From an optimization exercise on the open Yosys and OpenROAD flow, aimed at small area, a short achievable clock period and few clock cycles per item; shortcuts taken in it are not production practice. At most, simulation tests tie the RTL to the original design; equivalence was not proved.

==> run a <==
// dds_sine_sample_generator
module dds_sine_sample_generator (
    input  logic                  clk,
    input  logic                  rst_n,
    input  logic                  in_valid,
    output logic                  in_ready,
    input  logic                  restart,
    output logic                  out_valid,
    input  logic                  out_ready,
    output dds_pkg::code_t        sample,
    input  logic                  cfg_valid,
    output logic                  cfg_ready,
    input  logic [1:0]            cfg_index,
    input  logic [31:0]           cfg_data
);
==> flow/config.mk <==
export PLATFORM = sky130hd
export DESIGN_NAME = dds_sine_sample_generator
export DESIGN_NICKNAME = dds_sine_sample_generator
export VERILOG_FILES = /design/flow/design.v
export SDC_FILE = /design/flow/constraint.sdc
export NUM_CORES = 4
export LEC_CHECK = 0
export CAP_MARGIN = 20
export CORE_MARGIN = 2
export CORE_UTILIZATION = 40
export SLEW_MARGIN = 20
==> flow/constraint.sdc <==
create_clock -name core_clock -period 11.0 [get_ports {clk}]
set_input_delay 2.2000 -clock core_clock [delete_from_list [all_inputs] [get_ports {clk}]]
set_output_delay 2.2000 -clock core_clock [all_outputs]
set_load 0.01 [all_outputs]
standard.sh (not shown) runs the stock make flow with config.mk's settings and CLKGATE_MAP_FILE= SYNTH_SCRIPT=/design/flow/synth_recipe.tcl, a recipe that flattens the netlist after the stock synthesis.
==> flow/flow/run.sh <==
#!/bin/bash
# The standard layout (the standard.sh) with changes to how it is made:
#  - after the standard synthesis, flow/fa_polarity.py removes inverter
#    pairs around full-adder cells (a full adder is self-dual, so an adder
#    whose inputs all arrive inverted can take the plain inputs and give
#    inverted outputs); the netlist's function and registers are unchanged;
#  - port buffers use a plain buffer cell instead of the delay cell the
#    resizer picks by default;
set -euo pipefail
run_std() {
  bash standard.sh \
  "SETUP_SLACK_MARGIN=7.5" \
  "CTS_CLUSTER_SIZE=20" \
  "CTS_CLUSTER_DIAMETER=60" \
  "BUFFER_PORTS_ARGS=-buffer_cell sky130_fd_sc_hd__buf_2" \
  "$@"
}
run_std synth > standard_synth.log 2>&1
R=orfs/results/${FLOW_PLATFORM}/dds_sine_sample_generator/base
python3 flow/fa_polarity.py $R/1_2_yosys.v $R/1_2_yosys_pol.v > fa_polarity.log 2>&1
cp $R/1_2_yosys.v $R/1_2_yosys_orig.v
mv $R/1_2_yosys_pol.v $R/1_2_yosys.v
rm -f $R/1_synth.odb $R/1_synth.sdc
run_std finish > standard_flow.log 2>&1
Other scripts of this flow, unchanged in this note and not shown: flow/flow/fa_polarity.py
==> inputs of run b, as changes to run a <==
--- a/flow/flow/run.sh
+++ b/flow/flow/run.sh
@@ -9,9 +9,10 @@
 set -euo pipefail
 run_std() {
   bash standard.sh \
-  "SETUP_SLACK_MARGIN=7.5" \
-  "CTS_CLUSTER_SIZE=20" \
-  "CTS_CLUSTER_DIAMETER=60" \
+  "SETUP_SLACK_MARGIN=7.6" \
+  "CTS_CLUSTER_SIZE=16" \
+  "CTS_CLUSTER_DIAMETER=50" \
+  "CTS_BUF_LIST=sky130_fd_sc_hd__clkbuf_8" \
   "BUFFER_PORTS_ARGS=-buffer_cell sky130_fd_sc_hd__buf_2" \
   "$@"
 }
==> impl_metrics.csv <==
group,metric,value,unit
critical_path,slowest_stage,"dfrtp_1",
critical_path,path_class,"register to output port",
placed_design,gp_congestion,0.856,
critical_path,crit_end,"out_valid",
hold_path,worstHoldStart,"phase_acc_reg[17]",
timing,finalCriticalPeriod,3.35,ns
outcome,status,"finished clean",
finish,clock_buffers,30,
drt,wl,38400,µm
global_routing,gr-usage-met1,23.6,%
timing,worst_pin_slew,1.08,ns
clock_tree,clockRootBuffer,"clkbuf_8",
critical_path,r2r_start,"sine1_reg[9]",
critical_path,crit_start,"head_v_reg",
drt,drtPass1Iterations,5,
the above is filed under run b

==> impl_metrics.csv <==
group,metric,value,unit
drt,drtPass1Iterations,6,
finish,clock_buffers,24,
outcome,status,"finished clean",
critical_path,r2r_start,"one1_reg[3]",
drt,wl,38500,µm
critical_path,slowest_stage,"edfxtp_1",
timing,worst_pin_slew,1.07,ns
timing,finalCriticalPeriod,3.42,ns
hold_path,worstHoldStart,"phase_acc_reg[15]",
critical_path,path_class,"register to register",
global_routing,gr-usage-met1,23.6,%
clock_tree,clockRootBuffer,"clkbuf_16",
the above is filed under run a

Testbench counts of run a, summed over its fixed seeds: cycles 16,016, items 16,000.
Testbench counts of run b, summed over its fixed seeds: cycles 16,016, items 16,000.

==> inputs of run G <==
Another version of the RTL of dds_sine_sample_generator (not shown whole).
Settings: LEC_CHECK=0, CAP_MARGIN=20, CORE_MARGIN=2, CORE_UTILIZATION=40, SLEW_MARGIN=20; clock period 11.0 ns.
==> flow/flow/run.sh <==
#!/bin/bash
# Standard ORFS layout, with port buffers of a plain buffer cell and the
# setup repair aiming for margin below the clock period.
set -euo pipefail
bash standard.sh \
  "SETUP_SLACK_MARGIN=7.3" \
  "BUFFER_PORTS_ARGS=-buffer_cell sky130_fd_sc_hd__buf_2" \
  finish > standard_flow.log 2>&1
==> run R: changes against run G <==
==> flow/flow/run.sh (replaced) <==
#!/bin/bash
# The standard layout (the standard.sh) with three changes to how it is
# made: port buffers use a plain buffer cell instead of the delay cell the
# resizer picks by default; setup repair aims at a margin below the clock
# period; and repair works on the worst path only (TNS_END_PERCENT).
set -euo pipefail
bash standard.sh \
  "SETUP_SLACK_MARGIN=7.8" \
  "TNS_END_PERCENT=0" \
  "ADDER_MAP_FILE=" \
  "BUFFER_PORTS_ARGS=-buffer_cell sky130_fd_sc_hd__buf_2" \
  finish > standard_flow.log 2>&1
==> run P: changes against run G <==
--- a/flow/flow/run.sh
+++ b/flow/flow/run.sh
@@ -4,5 +4,5 @@
 set -euo pipefail
 bash standard.sh \
-  "SETUP_SLACK_MARGIN=7.3" \
+  "SETUP_SLACK_MARGIN=7.9" \
   "BUFFER_PORTS_ARGS=-buffer_cell sky130_fd_sc_hd__buf_2" \
   finish > standard_flow.log 2>&1
==> out/metrics.cfg <==
[critical_path]
crit_buf_inv = 4
crit_path_start = one1_reg[0]

[drt]
via_per_inst = 5.256

[grt]
grt_use_met1 = 0.2358

[finish]
multi_input_area_um2 = 11040

[timing]
post-route-period-util = 0.3078

[run_status]
status = no timing/DRC/antenna violations

[die]
start_util = 0.4048

# the run above: run P

==> out/metrics.cfg <==
[run_status]
status = no timing/DRC/antenna violations

[finish]
multi_input_area_um2 = 11660
seq_area_frac = 0.3140

[drt]
via_per_inst = 5.652
routed_wl_um = 46500

[timing]
post-route-period-util = 0.3033

[die]
start_util = 0.4030

[critical_path]
crit_buf_inv = 0
crit_path_start = phase_step_reg[0]

[job]
maxCapViolCount = 0

[grt]
busiest_layer = met2

# the run above: run R

==> out/metrics.cfg <==
[critical_path]
crit_path_start = span1_reg[9]

[grt]
grt_use_met1 = 0.2255

[finish]
multi_input_area_um2 = 9976
final-seq-area_um2 = 6545

[drt]
via_per_inst = 5.247

[timing]
post-route-period-util = 0.3267

[die]
start_util = 0.4048

[run_status]
status = no timing/DRC/antenna violations

[clock_tree]
clockBufferDepth = 3

[yosys]
synth_top_area_share = 0.2382

# the run above: run G

Testbench counts of run G, summed over its fixed seeds: cycles 16,016, items 16,000.
Testbench counts of run R, summed over its fixed seeds: cycles 16,016, items 16,000.
Testbench counts of run P, summed over its fixed seeds: cycles 16,016, items 16,000.

==> job 5997: inputs <==
Another version of the RTL of dds_sine_sample_generator (not shown whole).
clock: 11.0 ns
lec_check: 0
cap_margin: 20
core_margin: 2
core_utilization: 40
slew_margin: 20
==> flow/flow/run.sh <==
#!/bin/bash
# The standard layout (the standard.sh) with three changes to how it is
# made: port buffers use a plain buffer cell instead of the delay cell the
# resizer picks by default; setup repair aims at a margin below the clock
# period; and repair works on the worst path only (TNS_END_PERCENT).
set -euo pipefail
bash standard.sh \
  "SETUP_SLACK_MARGIN=7.4" \
  "TNS_END_PERCENT=100" \
  "ADDER_MAP_FILE=" \
  "BUFFER_PORTS_ARGS=-buffer_cell sky130_fd_sc_hd__buf_2" \
  finish > standard_flow.log 2>&1
==> job 8921 (differences from job 5997) <==
==> flow/flow/run.sh (replaced) <==
#!/bin/bash
set -euo pipefail
bash standard.sh \
  "SETUP_SLACK_MARGIN=7.4" \
  "CORE_UTILIZATION=60" \
  "BUFFER_PORTS_ARGS=-buffer_cell sky130_fd_sc_hd__buf_2" \
  finish > standard_flow.log 2>&1
==> job 7831 (differences from job 5997) <==
==> flow/flow/run.sh (replaced) <==
#!/bin/bash
# The standard layout (the standard.sh) with three changes to how it is
# made: port buffers use a plain buffer cell instead of the delay cell the
# resizer picks by default; setup repair aims at a margin below the clock
# period; and repair works on the worst path only (TNS_END_PERCENT).
set -euo pipefail
bash standard.sh \
  "SETUP_SLACK_MARGIN=7.4" \
  "TNS_END_PERCENT=100" \
  "BUFFER_PORTS_ARGS=-buffer_cell sky130_fd_sc_hd__buf_2" \
  finish > standard_flow.log 2>&1
==> job 5942 (differences from job 5997) <==
--- a/flow/design.v
+++ b/flow/design.v
@@ -33,18 +33,17 @@
     logic [11:0] high_code_reg;
     logic [31:0] phase_acc_reg;
     logic [31:0] acc_sum;
     logic        in_ready_reg, in_busy_reg, in_fire;
     logic        v1_reg, v2_reg, v3_reg;
     logic        en1, en2, en3;
     logic [11:0] sine1_reg, lo1_reg, span1_reg;
     logic [23:0] row2a_reg, row2b_reg;
-    logic [11:0] xh3_reg;
-    logic        c3_reg;
+    logic [23:0] x3_reg;
     logic [11:0] head_reg, tail_reg;
     logic        head_v_reg, tail_v_reg;
     logic [11:0] rom_val, sine_next, lo_next, span_next;
     logic [23:0] row_a, row_b;
     logic [23:0] x_sum;
     logic [11:0] res;
     logic        wr, rd;
     logic        v1_next, v2_next, v3_next, head_v_next, tail_v_next;
@@ -1016,47 +1015,53 @@
     assign x_sum[16] = xs_p0_16^xs_G3_15;
     assign x_sum[17] = xs_p0_17^xs_G4_16;
     assign x_sum[18] = xs_p0_18^xs_G4_17;
     assign x_sum[19] = xs_p0_19^xs_G4_18;
     assign x_sum[20] = xs_p0_20^xs_G4_19;
     assign x_sum[21] = xs_p0_21^xs_G4_20;
     assign x_sum[22] = xs_p0_22^xs_G4_21;
     assign x_sum[23] = xs_p0_23^xs_G4_22;
+    always_ff @(posedge clk)
+    begin
+        if (en3)
+            x3_reg <= x_sum;
+    end
     logic        quo_c;
+    logic [11:0] x_hi_dec;
     logic [11:0] cc_unused;
     logic cc_g0_0, cc_p0_0, cc_g0_1, cc_p0_1, cc_g0_2, cc_p0_2, cc_g0_3, cc_p0_3, cc_g0_4, cc_p0_4, cc_g0_5, cc_p0_5, cc_g0_6, cc_p0_6, cc_g0_7, cc_p0_7;
     logic cc_g0_8, cc_p0_8, cc_g0_9, cc_p0_9, cc_g0_10, cc_p0_10, cc_g0_11, cc_p0_11, cc_gc, cc_G0_1, cc_P0_1, cc_G0_3, cc_P0_3, cc_G0_5, cc_P0_5, cc_G0_7;
     logic cc_P0_7, cc_G0_9, cc_P0_9, cc_G0_11, cc_P0_11, cc_G1_2, cc_P1_2, cc_G1_3, cc_P1_3, cc_G1_6, cc_P1_6, cc_G1_7, cc_P1_7, cc_G1_10, cc_P1_10, cc_G1_11;
     logic cc_P1_11, cc_G2_4, cc_P2_4, cc_G2_5, cc_P2_5, cc_G2_6, cc_P2_6, cc_G2_7, cc_P2_7, cc_G3_8, cc_P3_8, cc_G3_9, cc_P3_9, cc_G3_10, cc_P3_10, cc_G3_11;
     logic cc_P3_11;
-    assign cc_g0_0 = x_sum[0]&x_sum[12];
-    assign cc_p0_0 = x_sum[0]^x_sum[12];
-    assign cc_g0_1 = x_sum[1]&x_sum[13];
-    assign cc_p0_1 = x_sum[1]^x_sum[13];
-    assign cc_g0_2 = x_sum[2]&x_sum[14];
-    assign cc_p0_2 = x_sum[2]^x_sum[14];
-    assign cc_g0_3 = x_sum[3]&x_sum[15];
-    assign cc_p0_3 = x_sum[3]^x_sum[15];
-    assign cc_g0_4 = x_sum[4]&x_sum[16];
-    assign cc_p0_4 = x_sum[4]^x_sum[16];
-    assign cc_g0_5 = x_sum[5]&x_sum[17];
-    assign cc_p0_5 = x_sum[5]^x_sum[17];
-    assign cc_g0_6 = x_sum[6]&x_sum[18];
-    assign cc_p0_6 = x_sum[6]^x_sum[18];
-    assign cc_g0_7 = x_sum[7]&x_sum[19];
-    assign cc_p0_7 = x_sum[7]^x_sum[19];
-    assign cc_g0_8 = x_sum[8]&x_sum[20];
-    assign cc_p0_8 = x_sum[8]^x_sum[20];
-    assign cc_g0_9 = x_sum[9]&x_sum[21];
-    assign cc_p0_9 = x_sum[9]^x_sum[21];
-    assign cc_g0_10 = x_sum[10]&x_sum[22];
-    assign cc_p0_10 = x_sum[10]^x_sum[22];
-    assign cc_g0_11 = x_sum[11]&x_sum[23];
-    assign cc_p0_11 = x_sum[11]^x_sum[23];
+    assign cc_g0_0 = x3_reg[0]&x3_reg[12];
+    assign cc_p0_0 = x3_reg[0]^x3_reg[12];
+    assign cc_g0_1 = x3_reg[1]&x3_reg[13];
+    assign cc_p0_1 = x3_reg[1]^x3_reg[13];
+    assign cc_g0_2 = x3_reg[2]&x3_reg[14];
+    assign cc_p0_2 = x3_reg[2]^x3_reg[14];
+    assign cc_g0_3 = x3_reg[3]&x3_reg[15];
+    assign cc_p0_3 = x3_reg[3]^x3_reg[15];
+    assign cc_g0_4 = x3_reg[4]&x3_reg[16];
+    assign cc_p0_4 = x3_reg[4]^x3_reg[16];
+    assign cc_g0_5 = x3_reg[5]&x3_reg[17];
+    assign cc_p0_5 = x3_reg[5]^x3_reg[17];
+    assign cc_g0_6 = x3_reg[6]&x3_reg[18];
+    assign cc_p0_6 = x3_reg[6]^x3_reg[18];
+    assign cc_g0_7 = x3_reg[7]&x3_reg[19];
+    assign cc_p0_7 = x3_reg[7]^x3_reg[19];
+    assign cc_g0_8 = x3_reg[8]&x3_reg[20];
+    assign cc_p0_8 = x3_reg[8]^x3_reg[20];
+    assign cc_g0_9 = x3_reg[9]&x3_reg[21];
+    assign cc_p0_9 = x3_reg[9]^x3_reg[21];
+    assign cc_g0_10 = x3_reg[10]&x3_reg[22];
+    assign cc_p0_10 = x3_reg[10]^x3_reg[22];
+    assign cc_g0_11 = x3_reg[11]&x3_reg[23];
+    assign cc_p0_11 = x3_reg[11]^x3_reg[23];
     assign cc_gc = cc_g0_0|(cc_p0_0&1'b1);
     assign cc_G0_1 = cc_g0_1|(cc_p0_1&cc_gc);
     assign cc_P0_1 = cc_p0_1&cc_p0_0;
     assign cc_G0_3 = cc_g0_3|(cc_p0_3&cc_g0_2);
     assign cc_P0_3 = cc_p0_3&cc_p0_2;
     assign cc_G0_5 = cc_g0_5|(cc_p0_5&cc_g0_4);
     assign cc_P0_5 = cc_p0_5&cc_p0_4;
     assign cc_G0_7 = cc_g0_7|(cc_p0_7&cc_g0_6);
@@ -1101,25 +1106,18 @@
     assign cc_unused[5] = cc_p0_5^cc_G2_4;
     assign cc_unused[6] = cc_p0_6^cc_G2_5;
     assign cc_unused[7] = cc_p0_7^cc_G2_6;
     assign cc_unused[8] = cc_p0_8^cc_G2_7;
     assign cc_unused[9] = cc_p0_9^cc_G3_8;
     assign cc_unused[10] = cc_p0_10^cc_G3_9;
     assign cc_unused[11] = cc_p0_11^cc_G3_10;
     assign quo_c = cc_G3_11;
-    always_ff @(posedge clk)
-    begin
-        if (en3)
-        begin
-            xh3_reg <= x_sum[23:12];
-            c3_reg  <= quo_c;
-        end
-    end
-    assign res = c3_reg ? xh3_reg : xh3_reg - 12'd1;
+    assign x_hi_dec = x3_reg[23:12] - 12'd1;
+    assign res = quo_c ? x3_reg[23:12] : x_hi_dec;
     always_ff @(posedge clk)
     begin
         if (wr)
             tail_reg <= res;
         if (~head_v_reg | out_ready)
             head_reg <= tail_v_reg ? tail_reg : res;
     end
     assign out_valid = head_v_reg;
==> flow/flow/run.sh (replaced) <==
#!/bin/bash
# Standard ORFS layout, with port buffers of a plain buffer cell and the
# setup repair aiming for margin below the clock period.
set -euo pipefail
bash standard.sh \
  "SETUP_SLACK_MARGIN=7.9" \
  "BUFFER_PORTS_ARGS=-buffer_cell sky130_fd_sc_hd__buf_2" \
  finish > standard_flow.log 2>&1
==> comparison <==
Synthesized area: job 5997 is higher than job 7831 (14%).
Global-route usage: job 8921 > job 5997 > job 5942 > job 7831.
Against job 5942, the fmax of job 8921 is lower by 4.4%.
In job 7831 the flip-flop and latch count is lower than in job 5942, by 11.
The lowest clock skew belongs to job 8921, the highest to job 7831.
Critical path depth: job 8921 is higher than job 5942 (6).
Testbench counts of job 5997, summed over its fixed seeds: cycles 16,016, items 16,000.
Testbench counts of job 8921, summed over its fixed seeds: cycles 16,016, items 16,000.
Testbench counts of job 7831, summed over its fixed seeds: cycles 16,016, items 16,000.
For job 5942, only the layout was checked, not whether the RTL still works.

## static timing again, ports no longer ideal
In the flow no input, the clock included, has a driving cell. The finished layouts below were timed again as built, in two steps.
Step 1 (the two cells are an assumption about what drives the block):
set clk [get_ports {clk}]
set_driving_cell -lib_cell sky130_fd_sc_hd__clkbuf_16 $clk
set_driving_cell -lib_cell sky130_fd_sc_hd__buf_2 [delete_from_list [all_inputs] $clk]
Step 2 adds t to the input delays and takes it off the output delays; t is the mean of the earliest and latest rising clock arrival at the registers after step 1. Input paths then give back, and output paths get back, about the clock's delay inside the block.
Three values: ideal, step 1, step 2; two values: the first two.
run	shift t [ns]	setup WS [ns]	latest minus earliest clock arrival (ns)
run a	0.583	7.578 / 7.578 / 7.119	0.016 / 0.017
run b	0.649	7.653 / 7.601 / 7.109	0.041 / 0.042
run G	0.591	7.406 / 7.406 / 7.232	0.030 / 0.030
run R	0.595	7.664 / 7.664 / 7.117	0.042 / 0.042
run P	0.595	7.614 / 7.614 / 7.310	0.048 / 0.048
job 5997	0.591	7.331 / 7.331 / 7.109	0.024 / 0.024
job 8921	0.561	7.405 / 7.405 / 7.243	0.010 / 0.010
job 7831	0.589	7.388 / 7.388 / 7.225	0.032 / 0.033
job 5942	0.581	7.562 / 7.562 / 7.466	0.029 / 0.029
After both steps every run listed still meets setup and hold. The setup slack of run R, which loses most, moves by 0.000 ns with the drivers and by -0.547 ns with both steps.
